Source: an optimization exercise on an open RTL-to-GDS flow (aim: small area). Production flows keep margins and buffers that such runs may drop.
At most, simulation tests tie the RTL to the original design; equivalence was not proved.
Power figures rest on the tool's default switching activity, not on a simulated workload.

==> branch maple <==
==> flow/design.v <==
module gshare_predictor_sel3n (
    input  logic [2:0] d,
    input  logic [2:0] oh,
    output logic       y_n
);
    assign y_n = ~|(d & oh);
endmodule
module gshare_predictor_sel1n (
    input  logic d,
    input  logic oh,
    output logic y_n
);
    assign y_n = ~(d & oh);
endmodule
module gshare_predictor_nand3 (
    input  logic [2:0] a,
    output logic       y
);
    assign y = ~&a;
endmodule
module gshare_predictor_sel16 (
    input  logic [15:0] d,
    input  logic [15:0] oh,
    output logic [1:0]  y
);
    logic [5:0] t_n;
    for (genvar k = 0; k < 5; k++) begin : g_t
        gshare_predictor_sel3n u_t (.d(d[3*k +: 3]), .oh(oh[3*k +: 3]), .y_n(t_n[k]));
    end
    gshare_predictor_sel1n u_t5 (.d(d[15]), .oh(oh[15]), .y_n(t_n[5]));
    gshare_predictor_nand3 u_y0 (.a(t_n[2:0]), .y(y[0]));
    gshare_predictor_nand3 u_y1 (.a(t_n[5:3]), .y(y[1]));
endmodule
module gshare_predictor_or2 (
    input  logic [1:0] a,
    output logic       y
);
    assign y = |a;
endmodule
module gshare_predictor_or2and (
    input  logic [1:0] a,
    input  logic       b,
    output logic       y
);
    assign y = (a[0] | a[1]) & b;
endmodule
module gshare_predictor_pht_next (
    input  logic row_n,
    input  logic row_up_n,
    input  logic row_dn_n,
    input  logic col_n,
    input  logic taken,
    input  logic dir,
    input  logic str,
    output logic dir_nx,
    output logic str_nx
);
    assign dir_nx = ~((row_up_n | col_n | str) & ~(dir & (row_dn_n | col_n | str)));
    assign str_nx = (~row_n & ~col_n) ? (taken ~^ dir) : str;
endmodule
module gshare_predictor #(
    parameter int HISTORY_BITS = 8,
    parameter int BTB_ENTRIES  = 16
) (
    input  logic                    clk,
    input  logic                    rst,
    input  logic                    fetch_valid,
    input  logic                    fetch_fire,
    input  logic [31:0]             fetch_pc,
    output logic                    pred_valid,
    output logic                    pred_taken,
    output logic [31:0]             pred_target,
    output logic [HISTORY_BITS-1:0] pred_index,
    input  logic                    commit_valid,
    input  logic                    commit_pred_valid,
    input  logic [HISTORY_BITS-1:0] commit_index,
    input  logic                    commit_taken,
    input  logic [31:0]             commit_pc,
    input  logic [31:0]             commit_target,
    input  logic                    flush
);
    localparam int BI          = $clog2(BTB_ENTRIES);
    localparam int PHT_ENTRIES = 1 << HISTORY_BITS;
    localparam int TAG_W       = 32 - BI - 2;
    logic [PHT_ENTRIES-1:0]  pht_dir_r;
    logic [PHT_ENTRIES-1:0]  pht_str_r;
    logic [BTB_ENTRIES-1:0]  btb_valid_r;
    logic [TAG_W-1:0]        btb_tag_r    [0:BTB_ENTRIES-1];
    logic [31:0]             btb_target_r [0:BTB_ENTRIES-1];
    logic [HISTORY_BITS-1:0] spec_ghr_r;
    logic [HISTORY_BITS-1:0] arch_ghr_r;
    logic [HISTORY_BITS-1:0] idx_s;
    logic [BI-1:0]           fetch_set_s;
    logic [TAG_W-1:0]        fetch_tag_s;
    logic                    hit_s;
    logic [HISTORY_BITS-1:0] arch_next_s;
    logic [BI-1:0]           commit_set_s;
    logic [TAG_W-1:0]        commit_tag_s;
    logic                    unused_s;
    assign unused_s     = ^{fetch_pc[1:0], commit_pc[1:0]};
    assign commit_set_s = commit_pc[BI+1:2];
    assign commit_tag_s = commit_pc[31:BI+2];
    assign fetch_set_s = fetch_pc[BI+1:2];
    assign fetch_tag_s = fetch_pc[31:BI+2];
    assign idx_s       = fetch_pc[HISTORY_BITS+1:2] ^ spec_ghr_r;
    logic [BTB_ENTRIES-1:0] fset_oh_s;
    logic [TAG_W-1:0]       rd_tag_s;
    logic [1:0]             rd_target_part_s [0:31];
    logic                   rd_valid_s;
    always_comb begin
        for (int s = 0; s < BTB_ENTRIES; s++) fset_oh_s[s] = (fetch_set_s == s);
    end
    for (genvar b = 0; b < TAG_W; b++) begin : g_rd_tag
        logic [BTB_ENTRIES-1:0] col;
        always_comb begin
            for (int s = 0; s < BTB_ENTRIES; s++) col[s] = btb_tag_r[s][b];
        end
        logic [1:0] part;
        gshare_predictor_sel16 u_sel (.d(col), .oh(fset_oh_s), .y(part));
        gshare_predictor_or2   u_or  (.a(part), .y(rd_tag_s[b]));
    end
    for (genvar b = 0; b < 32; b++) begin : g_rd_target
        logic [BTB_ENTRIES-1:0] col;
        always_comb begin
            for (int s = 0; s < BTB_ENTRIES; s++) col[s] = btb_target_r[s][b];
        end
        gshare_predictor_sel16 u_sel (.d(col), .oh(fset_oh_s), .y(rd_target_part_s[b]));
        gshare_predictor_or2and u_out (.a(rd_target_part_s[b]), .b(hit_s), .y(pred_target[b]));
    end
    logic [1:0] rd_valid_part_s;
    gshare_predictor_sel16 u_rd_valid (.d(btb_valid_r), .oh(fset_oh_s), .y(rd_valid_part_s));
    gshare_predictor_or2   u_rd_valid_or (.a(rd_valid_part_s), .y(rd_valid_s));
    assign hit_s = rd_valid_s && (rd_tag_s == fetch_tag_s);
    logic [15:0] idx_lo_oh_s, idx_hi_oh_s, pht_grp_s;
    logic        rd_dir_s;
    always_comb begin
        for (int k = 0; k < 16; k++) begin
            idx_lo_oh_s[k] = (idx_s[3:0] == k);
            idx_hi_oh_s[k] = (idx_s[7:4] == k);
        end
    end
    for (genvar g = 0; g < 16; g++) begin : g_rd_pht
        logic [1:0] part;
        gshare_predictor_sel16 u_sel (.d(pht_dir_r[16*g +: 16]), .oh(idx_lo_oh_s), .y(part));
        gshare_predictor_or2   u_or  (.a(part), .y(pht_grp_s[g]));
    end
    logic [1:0] rd_dir_part_s;
    gshare_predictor_sel16 u_rd_pht (.d(pht_grp_s), .oh(idx_hi_oh_s), .y(rd_dir_part_s));
    gshare_predictor_or2   u_rd_pht_or (.a(rd_dir_part_s), .y(rd_dir_s));
    assign pred_valid  = fetch_valid & hit_s;
    assign pred_taken  = fetch_valid & hit_s & rd_dir_s;
    assign pred_index  = fetch_valid ? idx_s : {HISTORY_BITS{1'b0}};
    assign arch_next_s = (commit_valid && commit_pred_valid) ?
                         {arch_ghr_r[HISTORY_BITS-2:0], commit_taken} : arch_ghr_r;
    always_ff @(posedge clk or posedge rst) begin
        if (rst) begin
            spec_ghr_r <= {HISTORY_BITS{1'b0}};
            arch_ghr_r <= {HISTORY_BITS{1'b0}};
        end else begin
            arch_ghr_r <= arch_next_s;
            if (flush) begin
                spec_ghr_r <= arch_next_s;
            end else if (fetch_fire && pred_valid) begin
                spec_ghr_r <= {spec_ghr_r[HISTORY_BITS-2:0], pred_taken};
            end
        end
    end
    logic [15:0]            row_n_s, row_up_n_s, row_dn_n_s, col_n_s;
    logic [PHT_ENTRIES-1:0] pht_dir_nx_s, pht_str_nx_s;
    always_comb begin
        for (int k = 0; k < 16; k++) begin
            row_n_s[k]    = ~(commit_valid & (commit_index[7:4] == k));
            row_up_n_s[k] = ~(commit_valid & commit_taken & (commit_index[7:4] == k));
            row_dn_n_s[k] = ~(commit_valid & ~commit_taken & (commit_index[7:4] == k));
            col_n_s[k]    = ~(commit_index[3:0] == k);
        end
    end
    for (genvar i = 0; i < PHT_ENTRIES; i++) begin : g_pht
        gshare_predictor_pht_next u_nx (
            .row_n   (row_n_s[i/16]),
            .row_up_n(row_up_n_s[i/16]),
            .row_dn_n(row_dn_n_s[i/16]),
            .col_n   (col_n_s[i%16]),
            .taken   (commit_taken),
            .dir     (pht_dir_r[i]),
            .str     (pht_str_r[i]),
            .dir_nx  (pht_dir_nx_s[i]),
            .str_nx  (pht_str_nx_s[i])
        );
    end
    always_ff @(posedge clk or posedge rst) begin
        if (rst) begin
            pht_dir_r <= {PHT_ENTRIES{1'b0}};
            pht_str_r <= {PHT_ENTRIES{1'b0}};
        end else begin
            pht_dir_r <= pht_dir_nx_s;
            pht_str_r <= pht_str_nx_s;
        end
    end
    always_ff @(posedge clk or posedge rst) begin
        if (rst) begin
            btb_valid_r <= {BTB_ENTRIES{1'b0}};
        end else if (commit_valid && commit_taken) begin
            btb_valid_r[commit_set_s] <= 1'b1;
        end
    end
    always_ff @(posedge clk) begin
        if (commit_valid && commit_taken) begin
            btb_tag_r[commit_set_s]    <= commit_tag_s;
            btb_target_r[commit_set_s] <= commit_target;
        end
    end
endmodule
==> flow/flow/run.sh <==
#!/bin/bash
set -euo pipefail
export BUFFER_PORTS_ARGS="-buffer_cell sky130_fd_sc_hd__buf_1"
bash standard.sh > standard.log 2>&1
==> flow/standard.sh <==
#!/bin/bash
# synth_recipe.tcl (not shown) runs the flow's synth.tcl, then flattens the netlist and writes it again
# the make line also repeats each setting of config.mk as NAME=value (left out here)
make -C /OpenROAD-flow-scripts/flow DESIGN_CONFIG=/design/flow/config.mk WORK_HOME=/design/flow/orfs CLKGATE_MAP_FILE= SYNTH_SCRIPT=/design/flow/synth_recipe.tcl "${@:-finish}"
==> flow/config.mk <==
export PLATFORM = sky130hd
export DESIGN_NAME = gshare_predictor
export DESIGN_NICKNAME = gshare_predictor
export VERILOG_FILES = /design/flow/design.v
export SDC_FILE = /design/flow/constraint.sdc
export NUM_CORES = 4
export LEC_CHECK = 0
export CAP_MARGIN = 20
export CORE_MARGIN = 2
export CORE_UTILIZATION = 70
export CTS_CLUSTER_DIAMETER = 100
export CTS_CLUSTER_SIZE = 28
export SETUP_SLACK_MARGIN = 0.3
export SLEW_MARGIN = 20
export SYNTH_HIERARCHICAL = 1
==> flow/constraint.sdc <==
create_clock -name core_clock -period 7.0 [get_ports {clk}]
set_input_delay 1.4000 -clock core_clock [delete_from_list [all_inputs] [get_ports {clk}]]
set_output_delay 1.4000 -clock core_clock [all_outputs]
set_load 0.01 [all_outputs]
==> branch sierra (differences from branch maple) <==
==> flow/design.v, changed modules only <==
module gshare_predictor #(
    parameter int HISTORY_BITS = 8,
    parameter int BTB_ENTRIES  = 16
) (
    input  logic                    clk,
    input  logic                    rst,
    input  logic                    fetch_valid,
    input  logic                    fetch_fire,
    input  logic [31:0]             fetch_pc,
    output logic                    pred_valid,
    output logic                    pred_taken,
    output logic [31:0]             pred_target,
    output logic [HISTORY_BITS-1:0] pred_index,
    input  logic                    commit_valid,
    input  logic                    commit_pred_valid,
    input  logic [HISTORY_BITS-1:0] commit_index,
    input  logic                    commit_taken,
    input  logic [31:0]             commit_pc,
    input  logic [31:0]             commit_target,
    input  logic                    flush
);
    localparam int BI          = $clog2(BTB_ENTRIES);
    localparam int PHT_ENTRIES = 1 << HISTORY_BITS;
    localparam int TAG_W       = 32 - BI - 2;
    logic [PHT_ENTRIES-1:0]  pht_dir_r;
    logic [PHT_ENTRIES-1:0]  pht_str_r;
    logic [BTB_ENTRIES-1:0]  btb_valid_r;
    logic [TAG_W-1:0]        btb_tag_r    [0:BTB_ENTRIES-1];
    logic [31:0]             btb_target_r [0:BTB_ENTRIES-1];
    logic [HISTORY_BITS-1:0] spec_ghr_r;
    logic [HISTORY_BITS-1:0] arch_ghr_r;
    logic [HISTORY_BITS-1:0] idx_s;
    logic [BI-1:0]           fetch_set_s;
    logic [TAG_W-1:0]        fetch_tag_s;
    logic                    hit_s;
    logic [HISTORY_BITS-1:0] arch_next_s;
    logic [BI-1:0]           commit_set_s;
    logic [TAG_W-1:0]        commit_tag_s;
    logic                    unused_s;
    assign unused_s     = ^{fetch_pc[1:0], commit_pc[1:0]};
    assign commit_set_s = commit_pc[BI+1:2];
    assign commit_tag_s = commit_pc[31:BI+2];
    assign fetch_set_s = fetch_pc[BI+1:2];
    assign fetch_tag_s = fetch_pc[31:BI+2];
    assign idx_s       = fetch_pc[HISTORY_BITS+1:2] ^ spec_ghr_r;
    assign hit_s       = btb_valid_r[fetch_set_s] && (btb_tag_r[fetch_set_s] == fetch_tag_s);
    assign pred_valid  = fetch_valid & hit_s;
    assign pred_taken  = fetch_valid & hit_s & pht_dir_r[idx_s];
    assign pred_index  = fetch_valid ? idx_s : {HISTORY_BITS{1'b0}};
    assign pred_target = hit_s ? btb_target_r[fetch_set_s] : 32'h0000_0000;
    assign arch_next_s = (commit_valid && commit_pred_valid) ?
                         {arch_ghr_r[HISTORY_BITS-2:0], commit_taken} : arch_ghr_r;
    always_ff @(posedge clk or posedge rst) begin
        if (rst) begin
            spec_ghr_r <= {HISTORY_BITS{1'b0}};
            arch_ghr_r <= {HISTORY_BITS{1'b0}};
        end else begin
            arch_ghr_r <= arch_next_s;
            if (flush) begin
                spec_ghr_r <= arch_next_s;
            end else if (fetch_fire && pred_valid) begin
                spec_ghr_r <= {spec_ghr_r[HISTORY_BITS-2:0], pred_taken};
            end
        end
    end
    always_ff @(posedge clk or posedge rst) begin
        if (rst) begin
            pht_dir_r <= {PHT_ENTRIES{1'b0}};
            pht_str_r <= {PHT_ENTRIES{1'b0}};
        end else begin
            for (int i = 0; i < PHT_ENTRIES; i++) begin
                if (commit_valid && commit_index == i) begin
                    pht_str_r[i] <= (commit_taken == pht_dir_r[i]);
                    if (!pht_str_r[i]) pht_dir_r[i] <= commit_taken;
                end
            end
        end
    end
    always_ff @(posedge clk or posedge rst) begin
        if (rst) begin
            btb_valid_r <= {BTB_ENTRIES{1'b0}};
        end else if (commit_valid && commit_taken) begin
            btb_valid_r[commit_set_s] <= 1'b1;
        end
    end
    always_ff @(posedge clk) begin
        if (commit_valid && commit_taken) begin
            btb_tag_r[commit_set_s]    <= commit_tag_s;
            btb_target_r[commit_set_s] <= commit_target;
        end
    end
endmodule
// module gshare_predictor_sel3n removed
// module gshare_predictor_sel1n removed
// module gshare_predictor_nand3 removed
// module gshare_predictor_sel16 removed
// module gshare_predictor_or2 removed
// module gshare_predictor_or2and removed
// module gshare_predictor_pht_next removed
Settings changed: CTS_BUF_LIST set to sky130_fd_sc_hd__clkbuf_8, CTS_CLUSTER_SIZE 28 to 18, SYNTH_HIERARCHICAL 1 to unset.
==> branch ember (differences from branch maple) <==
==> flow/design.v, changed modules only <==
module gshare_predictor_hold (
    input  logic we,
    input  logic we_n,
    input  logic d,
    input  logic q,
    output logic y
);
    assign y = (we & d) | (we_n & q);
endmodule
module gshare_predictor_pht_next (
    input  logic row_n,
    input  logic row_up_n,
    input  logic row_dn_n,
    input  logic row_str_n,
    input  logic col_n,
    input  logic dir,
    input  logic str,
    output logic dir_nx,
    output logic str_nx
);
    logic hold_n;
    assign dir_nx = ~((row_up_n | col_n | str) & ~(dir & (row_dn_n | col_n | str)));
    assign hold_n = ~((row_n | col_n) & str);
    assign str_nx = ~(hold_n & (row_str_n | col_n));
endmodule
module gshare_predictor #(
    parameter int HISTORY_BITS = 8,
    parameter int BTB_ENTRIES  = 16
) (
    input  logic                    clk,
    input  logic                    rst,
    input  logic                    fetch_valid,
    input  logic                    fetch_fire,
    input  logic [31:0]             fetch_pc,
    output logic                    pred_valid,
    output logic                    pred_taken,
    output logic [31:0]             pred_target,
    output logic [HISTORY_BITS-1:0] pred_index,
    input  logic                    commit_valid,
    input  logic                    commit_pred_valid,
    input  logic [HISTORY_BITS-1:0] commit_index,
    input  logic                    commit_taken,
    input  logic [31:0]             commit_pc,
    input  logic [31:0]             commit_target,
    input  logic                    flush
);
    localparam int BI          = $clog2(BTB_ENTRIES);
    localparam int PHT_ENTRIES = 1 << HISTORY_BITS;
    localparam int TAG_W       = 32 - BI - 2;
    logic [PHT_ENTRIES-1:0]  pht_dir_r;
    logic [PHT_ENTRIES-1:0]  pht_str_r;
    logic [BTB_ENTRIES-1:0]  btb_valid_r;
    logic [TAG_W-1:0]        btb_tag_r    [0:BTB_ENTRIES-1];
    logic [31:0]             btb_target_r [0:BTB_ENTRIES-1];
    logic [HISTORY_BITS-1:0] spec_ghr_r;
    logic [HISTORY_BITS-1:0] arch_ghr_r;
    logic [HISTORY_BITS-1:0] idx_s;
    logic [BI-1:0]           fetch_set_s;
    logic [TAG_W-1:0]        fetch_tag_s;
    logic                    hit_s;
    logic [HISTORY_BITS-1:0] arch_next_s;
    logic [BI-1:0]           commit_set_s;
    logic [TAG_W-1:0]        commit_tag_s;
    logic                    unused_s;
    assign unused_s     = ^{fetch_pc[1:0], commit_pc[1:0]};
    assign commit_set_s = commit_pc[BI+1:2];
    assign commit_tag_s = commit_pc[31:BI+2];
    assign fetch_set_s = fetch_pc[BI+1:2];
    assign fetch_tag_s = fetch_pc[31:BI+2];
    assign idx_s       = fetch_pc[HISTORY_BITS+1:2] ^ spec_ghr_r;
    logic [BTB_ENTRIES-1:0] fset_oh_s;
    logic [TAG_W-1:0]       rd_tag_s;
    logic [1:0]             rd_target_part_s [0:31];
    logic                   rd_valid_s;
    always_comb begin
        for (int s = 0; s < BTB_ENTRIES; s++) fset_oh_s[s] = (fetch_set_s == s);
    end
    for (genvar b = 0; b < TAG_W; b++) begin : g_rd_tag
        logic [BTB_ENTRIES-1:0] col;
        always_comb begin
            for (int s = 0; s < BTB_ENTRIES; s++) col[s] = btb_tag_r[s][b];
        end
        logic [1:0] part;
        gshare_predictor_sel16 u_sel (.d(col), .oh(fset_oh_s), .y(part));
        gshare_predictor_or2   u_or  (.a(part), .y(rd_tag_s[b]));
    end
    for (genvar b = 0; b < 32; b++) begin : g_rd_target
        logic [BTB_ENTRIES-1:0] col;
        always_comb begin
            for (int s = 0; s < BTB_ENTRIES; s++) col[s] = btb_target_r[s][b];
        end
        gshare_predictor_sel16 u_sel (.d(col), .oh(fset_oh_s), .y(rd_target_part_s[b]));
        gshare_predictor_or2and u_out (.a(rd_target_part_s[b]), .b(hit_s), .y(pred_target[b]));
    end
    logic [1:0] rd_valid_part_s;
    gshare_predictor_sel16 u_rd_valid (.d(btb_valid_r), .oh(fset_oh_s), .y(rd_valid_part_s));
    gshare_predictor_or2   u_rd_valid_or (.a(rd_valid_part_s), .y(rd_valid_s));
    assign hit_s = rd_valid_s && (rd_tag_s == fetch_tag_s);
    logic [15:0] idx_lo_oh_s, idx_hi_oh_s, pht_grp_s;
    logic        rd_dir_s;
    always_comb begin
        for (int k = 0; k < 16; k++) begin
            idx_lo_oh_s[k] = (idx_s[3:0] == k);
            idx_hi_oh_s[k] = (idx_s[7:4] == k);
        end
    end
    for (genvar g = 0; g < 16; g++) begin : g_rd_pht
        logic [1:0] part;
        gshare_predictor_sel16 u_sel (.d(pht_dir_r[16*g +: 16]), .oh(idx_lo_oh_s), .y(part));
        gshare_predictor_or2   u_or  (.a(part), .y(pht_grp_s[g]));
    end
    logic [1:0] rd_dir_part_s;
    gshare_predictor_sel16 u_rd_pht (.d(pht_grp_s), .oh(idx_hi_oh_s), .y(rd_dir_part_s));
    gshare_predictor_or2   u_rd_pht_or (.a(rd_dir_part_s), .y(rd_dir_s));
    assign pred_valid  = fetch_valid & hit_s;
    assign pred_taken  = fetch_valid & hit_s & rd_dir_s;
    assign pred_index  = fetch_valid ? idx_s : {HISTORY_BITS{1'b0}};
    assign arch_next_s = (commit_valid && commit_pred_valid) ?
                         {arch_ghr_r[HISTORY_BITS-2:0], commit_taken} : arch_ghr_r;
    always_ff @(posedge clk or posedge rst) begin
        if (rst) begin
            spec_ghr_r <= {HISTORY_BITS{1'b0}};
            arch_ghr_r <= {HISTORY_BITS{1'b0}};
        end else begin
            arch_ghr_r <= arch_next_s;
            if (flush) begin
                spec_ghr_r <= arch_next_s;
            end else if (fetch_fire && pred_valid) begin
                spec_ghr_r <= {spec_ghr_r[HISTORY_BITS-2:0], pred_taken};
            end
        end
    end
    logic [15:0]            row_n_s, row_up_n_s, row_dn_n_s, row_str_n_s, col_n_s;
    logic [15:0]            cidx_lo_oh_s, cidx_hi_oh_s, cpht_grp_s;
    logic                   cdir_s, new_str_s;
    logic [PHT_ENTRIES-1:0] pht_dir_nx_s, pht_str_nx_s;
    always_comb begin
        for (int k = 0; k < 16; k++) begin
            cidx_lo_oh_s[k] = (commit_index[3:0] == k);
            cidx_hi_oh_s[k] = (commit_index[7:4] == k);
        end
    end
    for (genvar g = 0; g < 16; g++) begin : g_crd_pht
        logic [1:0] part;
        gshare_predictor_sel16 u_sel (.d(pht_dir_r[16*g +: 16]), .oh(cidx_lo_oh_s), .y(part));
        gshare_predictor_or2   u_or  (.a(part), .y(cpht_grp_s[g]));
    end
    logic [1:0] cdir_part_s;
    gshare_predictor_sel16 u_crd_pht (.d(cpht_grp_s), .oh(cidx_hi_oh_s), .y(cdir_part_s));
    gshare_predictor_or2   u_crd_pht_or (.a(cdir_part_s), .y(cdir_s));
    assign new_str_s = (commit_taken == cdir_s);
    always_comb begin
        for (int k = 0; k < 16; k++) begin
            row_n_s[k]     = ~(commit_valid & cidx_hi_oh_s[k]);
            row_up_n_s[k]  = ~(commit_valid & commit_taken & cidx_hi_oh_s[k]);
            row_dn_n_s[k]  = ~(commit_valid & ~commit_taken & cidx_hi_oh_s[k]);
            row_str_n_s[k] = ~(commit_valid & new_str_s & cidx_hi_oh_s[k]);
            col_n_s[k]     = ~cidx_lo_oh_s[k];
        end
    end
    for (genvar i = 0; i < PHT_ENTRIES; i++) begin : g_pht
        gshare_predictor_pht_next u_nx (
            .row_n    (row_n_s[i/16]),
            .row_up_n (row_up_n_s[i/16]),
            .row_dn_n (row_dn_n_s[i/16]),
            .row_str_n(row_str_n_s[i/16]),
            .col_n    (col_n_s[i%16]),
            .dir      (pht_dir_r[i]),
            .str      (pht_str_r[i]),
            .dir_nx   (pht_dir_nx_s[i]),
            .str_nx   (pht_str_nx_s[i])
        );
    end
    always_ff @(posedge clk or posedge rst) begin
        if (rst) begin
            pht_dir_r <= {PHT_ENTRIES{1'b0}};
            pht_str_r <= {PHT_ENTRIES{1'b0}};
        end else begin
            pht_dir_r <= pht_dir_nx_s;
            pht_str_r <= pht_str_nx_s;
        end
    end
    always_ff @(posedge clk or posedge rst) begin
        if (rst) begin
            btb_valid_r <= {BTB_ENTRIES{1'b0}};
        end else if (commit_valid && commit_taken) begin
            btb_valid_r[commit_set_s] <= 1'b1;
        end
    end
    logic [BTB_ENTRIES-1:0] btb_we_s, btb_we_n_s;
    logic [TAG_W-1:0]       btb_tag_nx_s    [0:BTB_ENTRIES-1];
    logic [31:0]            btb_target_nx_s [0:BTB_ENTRIES-1];
    always_comb begin
        for (int s = 0; s < BTB_ENTRIES; s++) begin
            btb_we_s[s]   = commit_valid & commit_taken & (commit_set_s == s);
            btb_we_n_s[s] = ~btb_we_s[s];
        end
    end
    for (genvar s = 0; s < BTB_ENTRIES; s++) begin : g_btb
        for (genvar b = 0; b < TAG_W; b++) begin : g_tag
            gshare_predictor_hold u_h (.we(btb_we_s[s]), .we_n(btb_we_n_s[s]), .d(commit_tag_s[b]),
                                       .q(btb_tag_r[s][b]), .y(btb_tag_nx_s[s][b]));
        end
        for (genvar b = 0; b < 32; b++) begin : g_tgt
            gshare_predictor_hold u_h (.we(btb_we_s[s]), .we_n(btb_we_n_s[s]), .d(commit_target[b]),
                                       .q(btb_target_r[s][b]), .y(btb_target_nx_s[s][b]));
        end
    end
    always_ff @(posedge clk) begin
        for (int s = 0; s < BTB_ENTRIES; s++) begin
            btb_tag_r[s]    <= btb_tag_nx_s[s];
            btb_target_r[s] <= btb_target_nx_s[s];
        end
    end
endmodule
Settings changed: CORE_UTILIZATION 70 to 55, SETUP_SLACK_MARGIN 0.3 to 0.0.
==> comparison <==
In sequential cell count, branch maple and branch ember do not differ. Die area, highest first: branch ember, branch sierra, branch maple. In branch maple the sequential share of layout area is higher than in branch sierra, by 3.3 points. Sequential power: branch sierra is smaller than branch ember (about 7%).
Only the layout flow was run in branch maple; the RTL was not checked for function there.

[static timing again, ports no longer ideal]
No port has a modelled driver above. Below, the same layouts with a new extraction and two added sets of constraints.
Step 1: set_driving_cell puts a clkbuf_16 on clk and a buf_2 on each other input, an assumption about the parent block.
Step 2 moves the port delays by t, midway between the first and last clock arrival at a register: inputs arrive t later, outputs are due t later. That takes back most of the time a late clock gives input paths.
Three values: ideal ports, drivers, drivers and shift; two values: the first two.
run | t, ns | setup slack, ns | hold WS [ns] | worst register clock-pin slew, ns | pins driven straight from the clock port
branch maple | 0.761 | 0.393 / 0.258 / 0.258 | 0.479 / 0.479 / 0.479 | 0.11 / 0.11 | 1
branch sierra | 0.843 | 0.440 / 0.407 / 0.407 | 0.468 / 0.468 / 0.468 | 0.12 / 0.12 | 1
branch ember | 0.807 | 0.559 / 0.532 / 0.532 | 0.466 / 0.466 / 0.466 | 0.12 / 0.12 | 1
After both steps setup and hold are still met in every run listed. The setup slack of branch maple, which loses most, moves by -0.135 ns with the drivers and by -0.135 ns with both steps.
